What follows belongs to an exercise in optimizing a design on an open flow for small area, a short achievable clock period and few clock cycles; a production flow would make more cautious choices.
Where RTL was checked, it was by simulation tests only, not by an equivalence proof against the original.

==> fjord <==
## matmul_sequencer
module matmul_sequencer (
  input  logic       clk,
  input  logic       rst,
  input  logic       rx_valid,
  input  logic [7:0] rx_data,
  output logic [7:0] tx_data,
  output logic       tx_valid,
  input  logic       tx_ready,
  output logic       busy,
  output logic       done,
  output logic       err
);
export LEC_CHECK = 0
export CAP_MARGIN = 20
export CORE_MARGIN = 2
export CORE_UTILIZATION = 40
export PLACE_DENSITY = 0.6
export SLEW_MARGIN = 20
create_clock -name core_clock -period 11.0 [get_ports {clk}]
standard.sh (not shown) runs the stock make flow with config.mk's settings and CLKGATE_MAP_FILE= SYNTH_SCRIPT=/design/flow/synth_recipe.tcl, a recipe that flattens the netlist after the stock synthesis.
==> flow/flow/run.sh <==
#!/bin/bash
set -euo pipefail
bash standard.sh SETUP_SLACK_MARGIN=7.65 CTS_CLUSTER_SIZE=25 CTS_CLUSTER_DIAMETER=70 finish > standard.log 2>&1
==> inputs of nickel, as changes to fjord <==
--- a/flow/design.v
+++ b/flow/design.v
@@ -8,14 +8,13 @@
   input  logic       tx_ready,
   output logic       busy,
   output logic       done,
   output logic       err
 );
   localparam logic [1:0] S_HDR = 2'd0, S_A = 2'd1, S_B = 2'd2, S_RUN = 2'd3;
-  logic [1:0]  st_q, st, bcnt_q, hcnt_q, lph_q;
-  logic        hv_q;
+  logic [1:0]  st_q, bcnt_q, hcnt_q, lph_q;
   logic [1:0]  mm1_q, nm1_q, pm1_q, ci_q, ck_q;
   logic [23:0] word_q;
   logic        nz_q, busy_q, done_q, err_q;
   logic [31:0] hw_q;
   logic [1:0]  tk_q, tr_q, tj_q;
   logic        tfirst_q, tfinal_q, apend_q;
@@ -34,20 +33,19 @@
   logic [1:0]  wb_q, oi_q, oj_q;
   logic        oall_q;
   logic [7:0]  tx_data_q;
   logic        tx_valid_q, tx_last_q, txe_q, run;
   logic        rxv, wend, hdr_ok, bload, going_busy, awe;
   logic [31:0] word_d;
-  assign st     = hv_q ? S_A : st_q;
-  assign run    = (st == S_RUN);
+  assign run    = (st_q == S_RUN);
   assign rxv    = rx_valid & ~run;
   assign wend   = rxv & (bcnt_q == 2'd3);
   assign word_d = {word_q, rx_data};
   assign hdr_ok = ~nz_q & (rx_data[7:3] == 5'd0) & (rx_data[2:0] != 3'd0) &
                   ~(rx_data[2] & (rx_data[1:0] != 2'd0));
-  assign bload  = wend & (st == S_B);
+  assign bload  = wend & (st_q == S_B);
   assign going_busy = bload & (ci_q == nm1_q) & (ck_q == pm1_q);
   assign awe    = apend_q & ((lph_q + 2'd1) == tr_q);
   always_ff @(posedge clk) begin
     if (rxv) word_q <= word_d[23:0];
     if (wend) hw_q <= word_d;
   end
@@ -76,13 +74,13 @@
     end
   end
   logic [1:0]  ksel;
   logic [31:0] anext;
   logic [32:0] ax;
   logic [15:0] bone_q, btwo_q, bneg_q;
-  assign ksel  = (bcnt_q == 2'd3 && st == S_B) ? ci_q : tk_q;
+  assign ksel  = (bcnt_q == 2'd3 && st_q == S_B) ? ci_q : tk_q;
   assign anext = ains[ksel];
   assign ax    = {anext, 1'b0};
   always_ff @(posedge clk) begin
     for (int i = 0; i < 16; i++) begin
       bone_q[i] <= ax[2*i] ^ ax[2*i+1];
       btwo_q[i] <= (ax[2*i+2] & ~ax[2*i+1] & ~ax[2*i]) |
@@ -1327,13 +1325,13 @@
   assign txfree   = txe_q | tx_ready;
   assign busy_eff = run | going_busy;
   assign tx_go    = txfree & busy_eff;
   assign w_to_tx  = tx_go & wv_q;
   assign wfree    = ~wv_q | (txfree & run & (wb_q == 2'd3));
   assign src      = cr[oj_q][0];
-  assign avail    = st[1] & ~oall_q & ((lph_q + 2'd2) == oi_q) &
+  assign avail    = st_q[1] & ~oall_q & ((lph_q + 2'd2) == oi_q) &
                     (({1'b0, oj_q} < fcol_q) | (wfin_q & (wfj_q == oj_q)));
   assign load     = avail & wfree;
   assign direct   = load & tx_go & ~wv_q;
   always_comb begin
     unique case (wb_q)
       2'd0:    wbyte = w_q[31:24];
@@ -1350,13 +1348,12 @@
     if (load) w_q <= src;
     if (tx_go) tx_data_q <= wv_q ? wbyte : src[31:24];
   end
   always_ff @(posedge clk or posedge rst) begin
     if (rst) begin
       st_q      <= S_HDR;
-      hv_q      <= 1'b0;
       bcnt_q    <= '0;
       hcnt_q    <= '0;
       lph_q     <= '0;
       mm1_q     <= '0;
       nm1_q     <= '0;
       pm1_q     <= '0;
@@ -1388,20 +1385,18 @@
       oall_q    <= 1'b0;
       tx_valid_q <= 1'b0;
       tx_last_q <= 1'b0;
     end else begin
       done_q <= 1'b0;
       err_q  <= 1'b0;
-      hv_q   <= 1'b0;
-      if (hv_q) st_q <= S_A;
       lph_q  <= lph_q + 2'd1;
       if (rxv) begin
         bcnt_q <= bcnt_q + 2'd1;
         nz_q   <= (bcnt_q == 2'd3) ? 1'b0 : (nz_q | (rx_data != 8'd0));
       end
-      unique case (st)
+      unique case (st_q)
         S_HDR: begin
           ci_q <= '0;
           ck_q <= '0;
           if (rxv) lph_q <= 2'd0;
           if (wend) begin
             unique case (hcnt_q)
@@ -1413,13 +1408,13 @@
               err_q  <= 1'b1;
               hcnt_q <= '0;
             end else begin
               hcnt_q <= hcnt_q + 2'd1;
               if (hcnt_q == 2'd2) begin
                 hcnt_q <= '0;
-                hv_q   <= 1'b1;
+                st_q   <= S_A;
               end
             end
           end
         end
         S_A: if (wend) begin
           tk_q    <= ck_q;
@@ -1454,22 +1449,22 @@
           end else begin
             ck_q <= ck_q + 2'd1;
           end
         end
         default: ;
       endcase
-      if (awe && !(st == S_A && wend)) apend_q <= 1'b0;
+      if (awe && !(st_q == S_A && wend)) apend_q <= 1'b0;
       if (bload) pc_q <= 3'd4;
       else if (pc_q != 3'd0) pc_q <= pc_q - 3'd1;
       s2v_q    <= (pc_q != 3'd0);
       s2j_q    <= tj_q;
       s2fin_q  <= tfinal_q;
       s2last_q <= (pc_q == 3'd1);
       wfin_q   <= s2v_q & s2fin_q;
       wfj_q    <= s2j_q;
-      if (st == S_HDR) fcol_q <= '0;
+      if (st_q == S_HDR) fcol_q <= '0;
       else if (s2v_q && s2fin_q && s2last_q) fcol_q <= fcol_q + 3'd1;
       if (load) begin
         wv_q    <= 1'b1;
         wb_q    <= direct ? 2'd1 : 2'd0;
         wlast_q <= (oi_q == mm1_q) && (oj_q == pm1_q);
         if (oj_q == pm1_q) begin
==> inputs of quartz, as changes to fjord <==
--- a/flow/design.v
+++ b/flow/design.v
@@ -8,14 +8,13 @@
   input  logic       tx_ready,
   output logic       busy,
   output logic       done,
   output logic       err
 );
   localparam logic [1:0] S_HDR = 2'd0, S_A = 2'd1, S_B = 2'd2, S_RUN = 2'd3;
-  logic [1:0]  st_q, st, bcnt_q, hcnt_q, lph_q;
-  logic        hv_q;
+  logic [1:0]  st_q, bcnt_q, hcnt_q, lph_q;
   logic [1:0]  mm1_q, nm1_q, pm1_q, ci_q, ck_q;
   logic [23:0] word_q;
   logic        nz_q, busy_q, done_q, err_q;
   logic [31:0] hw_q;
   logic [1:0]  tk_q, tr_q, tj_q;
   logic        tfirst_q, tfinal_q, apend_q;
@@ -31,23 +30,21 @@
   logic [2:0]  fcol_q;
   logic [31:0] w_q;
   logic        wv_q, wlast_q;
   logic [1:0]  wb_q, oi_q, oj_q;
   logic        oall_q;
   logic [7:0]  tx_data_q;
-  logic        tx_valid_q, tx_last_q, txe_q, run;
+  logic        tx_valid_q, tx_last_q;
   logic        rxv, wend, hdr_ok, bload, going_busy, awe;
   logic [31:0] word_d;
-  assign st     = hv_q ? S_A : st_q;
-  assign run    = (st == S_RUN);
-  assign rxv    = rx_valid & ~run;
+  assign rxv    = rx_valid & ~busy_q;
   assign wend   = rxv & (bcnt_q == 2'd3);
   assign word_d = {word_q, rx_data};
   assign hdr_ok = ~nz_q & (rx_data[7:3] == 5'd0) & (rx_data[2:0] != 3'd0) &
                   ~(rx_data[2] & (rx_data[1:0] != 2'd0));
-  assign bload  = wend & (st == S_B);
+  assign bload  = wend & (st_q == S_B);
   assign going_busy = bload & (ci_q == nm1_q) & (ck_q == pm1_q);
   assign awe    = apend_q & ((lph_q + 2'd1) == tr_q);
   always_ff @(posedge clk) begin
     if (rxv) word_q <= word_d[23:0];
     if (wend) hw_q <= word_d;
   end
@@ -76,13 +73,13 @@
     end
   end
   logic [1:0]  ksel;
   logic [31:0] anext;
   logic [32:0] ax;
   logic [15:0] bone_q, btwo_q, bneg_q;
-  assign ksel  = (bcnt_q == 2'd3 && st == S_B) ? ci_q : tk_q;
+  assign ksel  = (bcnt_q == 2'd3 && st_q == S_B) ? ci_q : tk_q;
   assign anext = ains[ksel];
   assign ax    = {anext, 1'b0};
   always_ff @(posedge clk) begin
     for (int i = 0; i < 16; i++) begin
       bone_q[i] <= ax[2*i] ^ ax[2*i+1];
       btwo_q[i] <= (ax[2*i+2] & ~ax[2*i+1] & ~ax[2*i]) |
@@ -1320,43 +1317,38 @@
   assign t_s[31] = c271;
   assign t_c[31] = s272;
   always_ff @(posedge clk) cut_q <= cut_d;
   logic        take, txfree, busy_eff, tx_go, w_to_tx, wfree, avail, load, direct;
   logic [31:0] src;
   logic [7:0]  wbyte;
-  assign take     = ~txe_q & tx_ready;
-  assign txfree   = txe_q | tx_ready;
-  assign busy_eff = run | going_busy;
+  assign take     = tx_valid_q & tx_ready;
+  assign txfree   = ~tx_valid_q | tx_ready;
+  assign busy_eff = busy_q | going_busy;
   assign tx_go    = txfree & busy_eff;
   assign w_to_tx  = tx_go & wv_q;
-  assign wfree    = ~wv_q | (txfree & run & (wb_q == 2'd3));
+  assign wfree    = ~wv_q | (w_to_tx & (wb_q == 2'd3));
   assign src      = cr[oj_q][0];
-  assign avail    = st[1] & ~oall_q & ((lph_q + 2'd2) == oi_q) &
+  assign avail    = st_q[1] & ~oall_q & ((lph_q + 2'd2) == oi_q) &
                     (({1'b0, oj_q} < fcol_q) | (wfin_q & (wfj_q == oj_q)));
   assign load     = avail & wfree;
   assign direct   = load & tx_go & ~wv_q;
   always_comb begin
     unique case (wb_q)
       2'd0:    wbyte = w_q[31:24];
       2'd1:    wbyte = w_q[23:16];
       2'd2:    wbyte = w_q[15:8];
       default: wbyte = w_q[7:0];
     endcase
   end
-  always_ff @(posedge clk or posedge rst) begin
-    if (rst) txe_q <= 1'b1;
-    else if (tx_go) txe_q <= ~(wv_q | direct);
-  end
   always_ff @(posedge clk) begin
     if (load) w_q <= src;
     if (tx_go) tx_data_q <= wv_q ? wbyte : src[31:24];
   end
   always_ff @(posedge clk or posedge rst) begin
     if (rst) begin
       st_q      <= S_HDR;
-      hv_q      <= 1'b0;
       bcnt_q    <= '0;
       hcnt_q    <= '0;
       lph_q     <= '0;
       mm1_q     <= '0;
       nm1_q     <= '0;
       pm1_q     <= '0;
@@ -1388,38 +1380,36 @@
       oall_q    <= 1'b0;
       tx_valid_q <= 1'b0;
       tx_last_q <= 1'b0;
     end else begin
       done_q <= 1'b0;
       err_q  <= 1'b0;
-      hv_q   <= 1'b0;
-      if (hv_q) st_q <= S_A;
       lph_q  <= lph_q + 2'd1;
       if (rxv) begin
         bcnt_q <= bcnt_q + 2'd1;
         nz_q   <= (bcnt_q == 2'd3) ? 1'b0 : (nz_q | (rx_data != 8'd0));
       end
-      unique case (st)
+      unique case (st_q)
         S_HDR: begin
-          ci_q <= '0;
-          ck_q <= '0;
           if (rxv) lph_q <= 2'd0;
           if (wend) begin
-            unique case (hcnt_q)
-              2'd0:    mm1_q <= rx_data[1:0] - 2'd1;
-              2'd1:    nm1_q <= rx_data[1:0] - 2'd1;
-              default: pm1_q <= rx_data[1:0] - 2'd1;
-            endcase
             if (!hdr_ok) begin
               err_q  <= 1'b1;
               hcnt_q <= '0;
             end else begin
+              unique case (hcnt_q)
+                2'd0:    mm1_q <= rx_data[1:0] - 2'd1;
+                2'd1:    nm1_q <= rx_data[1:0] - 2'd1;
+                default: pm1_q <= rx_data[1:0] - 2'd1;
+              endcase
               hcnt_q <= hcnt_q + 2'd1;
               if (hcnt_q == 2'd2) begin
                 hcnt_q <= '0;
-                hv_q   <= 1'b1;
+                st_q   <= S_A;
+                ci_q   <= '0;
+                ck_q   <= '0;
               end
             end
           end
         end
         S_A: if (wend) begin
           tk_q    <= ck_q;
@@ -1454,22 +1444,22 @@
           end else begin
             ck_q <= ck_q + 2'd1;
           end
         end
         default: ;
       endcase
-      if (awe && !(st == S_A && wend)) apend_q <= 1'b0;
+      if (awe && !(st_q == S_A && wend)) apend_q <= 1'b0;
       if (bload) pc_q <= 3'd4;
       else if (pc_q != 3'd0) pc_q <= pc_q - 3'd1;
       s2v_q    <= (pc_q != 3'd0);
       s2j_q    <= tj_q;
       s2fin_q  <= tfinal_q;
       s2last_q <= (pc_q == 3'd1);
       wfin_q   <= s2v_q & s2fin_q;
       wfj_q    <= s2j_q;
-      if (st == S_HDR) fcol_q <= '0;
+      if (st_q == S_HDR) fcol_q <= '0;
       else if (s2v_q && s2fin_q && s2last_q) fcol_q <= fcol_q + 3'd1;
       if (load) begin
         wv_q    <= 1'b1;
         wb_q    <= direct ? 2'd1 : 2'd0;
         wlast_q <= (oi_q == mm1_q) && (oj_q == pm1_q);
         if (oj_q == pm1_q) begin
==> flow/flow/run.sh (replaced) <==
#!/bin/bash
set -euo pipefail
bash standard.sh SETUP_SLACK_MARGIN=7.75 CTS_CLUSTER_SIZE=25 CTS_CLUSTER_DIAMETER=70 finish > standard.log 2>&1
==> inputs of xenon, as changes to fjord <==
--- a/flow/design.v
+++ b/flow/design.v
@@ -8,13 +8,13 @@
   input  logic       tx_ready,
   output logic       busy,
   output logic       done,
   output logic       err
 );
   localparam logic [1:0] S_HDR = 2'd0, S_A = 2'd1, S_B = 2'd2, S_RUN = 2'd3;
-  logic [1:0]  st_q, st, bcnt_q, hcnt_q, lph_q;
+  logic [1:0]  st_q, bcnt_q, hcnt_q, lph_q;
   logic        hv_q;
   logic [1:0]  mm1_q, nm1_q, pm1_q, ci_q, ck_q;
   logic [23:0] word_q;
   logic        nz_q, busy_q, done_q, err_q;
   logic [31:0] hw_q;
   logic [1:0]  tk_q, tr_q, tj_q;
@@ -34,20 +34,19 @@
   logic [1:0]  wb_q, oi_q, oj_q;
   logic        oall_q;
   logic [7:0]  tx_data_q;
   logic        tx_valid_q, tx_last_q, txe_q, run;
   logic        rxv, wend, hdr_ok, bload, going_busy, awe;
   logic [31:0] word_d;
-  assign st     = hv_q ? S_A : st_q;
-  assign run    = (st == S_RUN);
+  assign run    = (st_q == S_RUN);
   assign rxv    = rx_valid & ~run;
   assign wend   = rxv & (bcnt_q == 2'd3);
   assign word_d = {word_q, rx_data};
   assign hdr_ok = ~nz_q & (rx_data[7:3] == 5'd0) & (rx_data[2:0] != 3'd0) &
                   ~(rx_data[2] & (rx_data[1:0] != 2'd0));
-  assign bload  = wend & (st == S_B);
+  assign bload  = wend & (st_q == S_B);
   assign going_busy = bload & (ci_q == nm1_q) & (ck_q == pm1_q);
   assign awe    = apend_q & ((lph_q + 2'd1) == tr_q);
   always_ff @(posedge clk) begin
     if (rxv) word_q <= word_d[23:0];
     if (wend) hw_q <= word_d;
   end
@@ -76,13 +75,13 @@
     end
   end
   logic [1:0]  ksel;
   logic [31:0] anext;
   logic [32:0] ax;
   logic [15:0] bone_q, btwo_q, bneg_q;
-  assign ksel  = (bcnt_q == 2'd3 && st == S_B) ? ci_q : tk_q;
+  assign ksel  = (bcnt_q == 2'd3 && st_q == S_B) ? ci_q : tk_q;
   assign anext = ains[ksel];
   assign ax    = {anext, 1'b0};
   always_ff @(posedge clk) begin
     for (int i = 0; i < 16; i++) begin
       bone_q[i] <= ax[2*i] ^ ax[2*i+1];
       btwo_q[i] <= (ax[2*i+2] & ~ax[2*i+1] & ~ax[2*i]) |
@@ -1327,13 +1326,13 @@
   assign txfree   = txe_q | tx_ready;
   assign busy_eff = run | going_busy;
   assign tx_go    = txfree & busy_eff;
   assign w_to_tx  = tx_go & wv_q;
   assign wfree    = ~wv_q | (txfree & run & (wb_q == 2'd3));
   assign src      = cr[oj_q][0];
-  assign avail    = st[1] & ~oall_q & ((lph_q + 2'd2) == oi_q) &
+  assign avail    = st_q[1] & ~oall_q & ((lph_q + 2'd2) == oi_q) &
                     (({1'b0, oj_q} < fcol_q) | (wfin_q & (wfj_q == oj_q)));
   assign load     = avail & wfree;
   assign direct   = load & tx_go & ~wv_q;
   always_comb begin
     unique case (wb_q)
       2'd0:    wbyte = w_q[31:24];
@@ -1395,17 +1394,17 @@
       if (hv_q) st_q <= S_A;
       lph_q  <= lph_q + 2'd1;
       if (rxv) begin
         bcnt_q <= bcnt_q + 2'd1;
         nz_q   <= (bcnt_q == 2'd3) ? 1'b0 : (nz_q | (rx_data != 8'd0));
       end
-      unique case (st)
+      unique case (st_q)
         S_HDR: begin
           ci_q <= '0;
           ck_q <= '0;
-          if (rxv) lph_q <= 2'd0;
+          if (rxv && !hv_q) lph_q <= 2'd0;
           if (wend) begin
             unique case (hcnt_q)
               2'd0:    mm1_q <= rx_data[1:0] - 2'd1;
               2'd1:    nm1_q <= rx_data[1:0] - 2'd1;
               default: pm1_q <= rx_data[1:0] - 2'd1;
             endcase
@@ -1454,22 +1453,22 @@
           end else begin
             ck_q <= ck_q + 2'd1;
           end
         end
         default: ;
       endcase
-      if (awe && !(st == S_A && wend)) apend_q <= 1'b0;
+      if (awe && !(st_q == S_A && wend)) apend_q <= 1'b0;
       if (bload) pc_q <= 3'd4;
       else if (pc_q != 3'd0) pc_q <= pc_q - 3'd1;
       s2v_q    <= (pc_q != 3'd0);
       s2j_q    <= tj_q;
       s2fin_q  <= tfinal_q;
       s2last_q <= (pc_q == 3'd1);
       wfin_q   <= s2v_q & s2fin_q;
       wfj_q    <= s2j_q;
-      if (st == S_HDR) fcol_q <= '0;
+      if (st_q == S_HDR) fcol_q <= '0;
       else if (s2v_q && s2fin_q && s2last_q) fcol_q <= fcol_q + 3'd1;
       if (load) begin
         wv_q    <= 1'b1;
         wb_q    <= direct ? 2'd1 : 2'd0;
         wlast_q <= (oi_q == mm1_q) && (oj_q == pm1_q);
         if (oj_q == pm1_q) begin
==> flow/flow/run.sh (replaced) <==
#!/bin/bash
set -euo pipefail
bash standard.sh SETUP_SLACK_MARGIN=7.65 CTS_CLUSTER_SIZE=25 CTS_CLUSTER_DIAMETER=70 ABC_AREA=1 finish > standard.log 2>&1
==> notes.md <==
status: complete, no violations
Reg area: 27700 sq um
via count: 34375
cell chain of the critical path: buf_2
sequential area share after synthesis: 55.80%
synthesized netlist cell count: 4886
multi-input combinational area share: 34.54%
fin worst setup slack: 7.561 ns
hpwl dp: 89.85 mm
hold_ws: 0.3026 ns
That was xenon.
==> notes.md <==
Netlist cell types: 77
cell chain of the critical path: buf_6, or4_4, nor3_4, nand2_2, nor4_4, mux2i_1, nor4_2, mux2i_1, nor2_1
hpwl dp: 72.65 mm
ys async rst share: 4.325%
gr ovfl total: 0
sequential area share after synthesis: 57.15%
Max Slew Vio Count: 0
multi-input combinational area share: 35.53%
Reg area: 27660 sq um
status: complete, no violations
layout cell share with drive strength beyond 1: 14.27%
fin worst setup slack: 7.527 ns
via count: 28106
synthesized netlist cell count: 3911
That was nickel.
==> notes.md <==
status: complete, no violations
synthesized netlist cell count: 4095
Largest delay share family, worst path: flip-flops
fin cells: 5775
sequential area share after synthesis: 55.59%
IO Count: 24
hpwl dp: 79.33 mm
Hold Path Depth: 0
multi-input combinational area share: 36.68%
Nets: 4408
fin worst setup slack: 7.589 ns
Reg area: 27690 sq um
cell chain of the critical path: buf_2
hold_ws: 0.3164 ns
Commonest cells post-synth: dfxtp_1 (1165), inv_1 (314), a22oi_1 (257), nand2_1 (250), fa_1 (226)
GRT Max-Usage Layer: met2
That was fjord.
==> notes.md <==
status: complete, no violations
via count: 28659
Reg area: 27640 sq um
cell chain of the critical path: buf_6
Post-synth EDFFs: 96
hold_ws: 0.3077 ns
maxcap violations: 0
fin worst setup slack: 7.577 ns
Final ANT Viol Nets: 0
hpwl dp: 75.37 mm
met2 wire len: 53.19 mm
post-route cell area: 54640 sq um
synthesized netlist cell count: 3962
sequential area share after synthesis: 57.15%
That was quartz.
Testbench counts of quartz, summed over its fixed seeds: cycles 26,589.
Testbench counts of xenon, summed over its fixed seeds: cycles 26,589.
Only the layout flow was run in fjord and nickel; the RTL was not checked for function there.

==> afterwards: timing with drivers on the ports <==
The results above use ideal ports. As a check the final layouts listed here were re-extracted and re-timed, cells and wires unchanged.
Step 1, drivers: a clkbuf_16 drives clk and a buf_2 each remaining input, both assumed.
Step 2 also shifts input and output timing later by t, the mid clock arrival at the registers, as if the neighbouring blocks saw the same clock.
a / b / c = ideal ports / drivers / drivers and shift; a / b = the first two.
run	t (ns)	slack for setup (ns)	hold slack, ns	cell pins on the clock port's net
fjord	0.755	7.589 / 7.517 / 6.946	0.316 / 0.316 / 0.316	1
nickel	0.711	7.527 / 7.510 / 6.858	0.318 / 0.318 / 0.318	1
quartz	0.726	7.577 / 7.501 / 7.064	0.308 / 0.308 / 0.308	1
xenon	0.746	7.561 / 7.489 / 7.030	0.303 / 0.303 / 0.303	1
After both steps setup and hold are still met in every run listed. The setup slack of nickel, which loses most, moves by -0.017 ns with the drivers and by -0.669 ns with both steps.
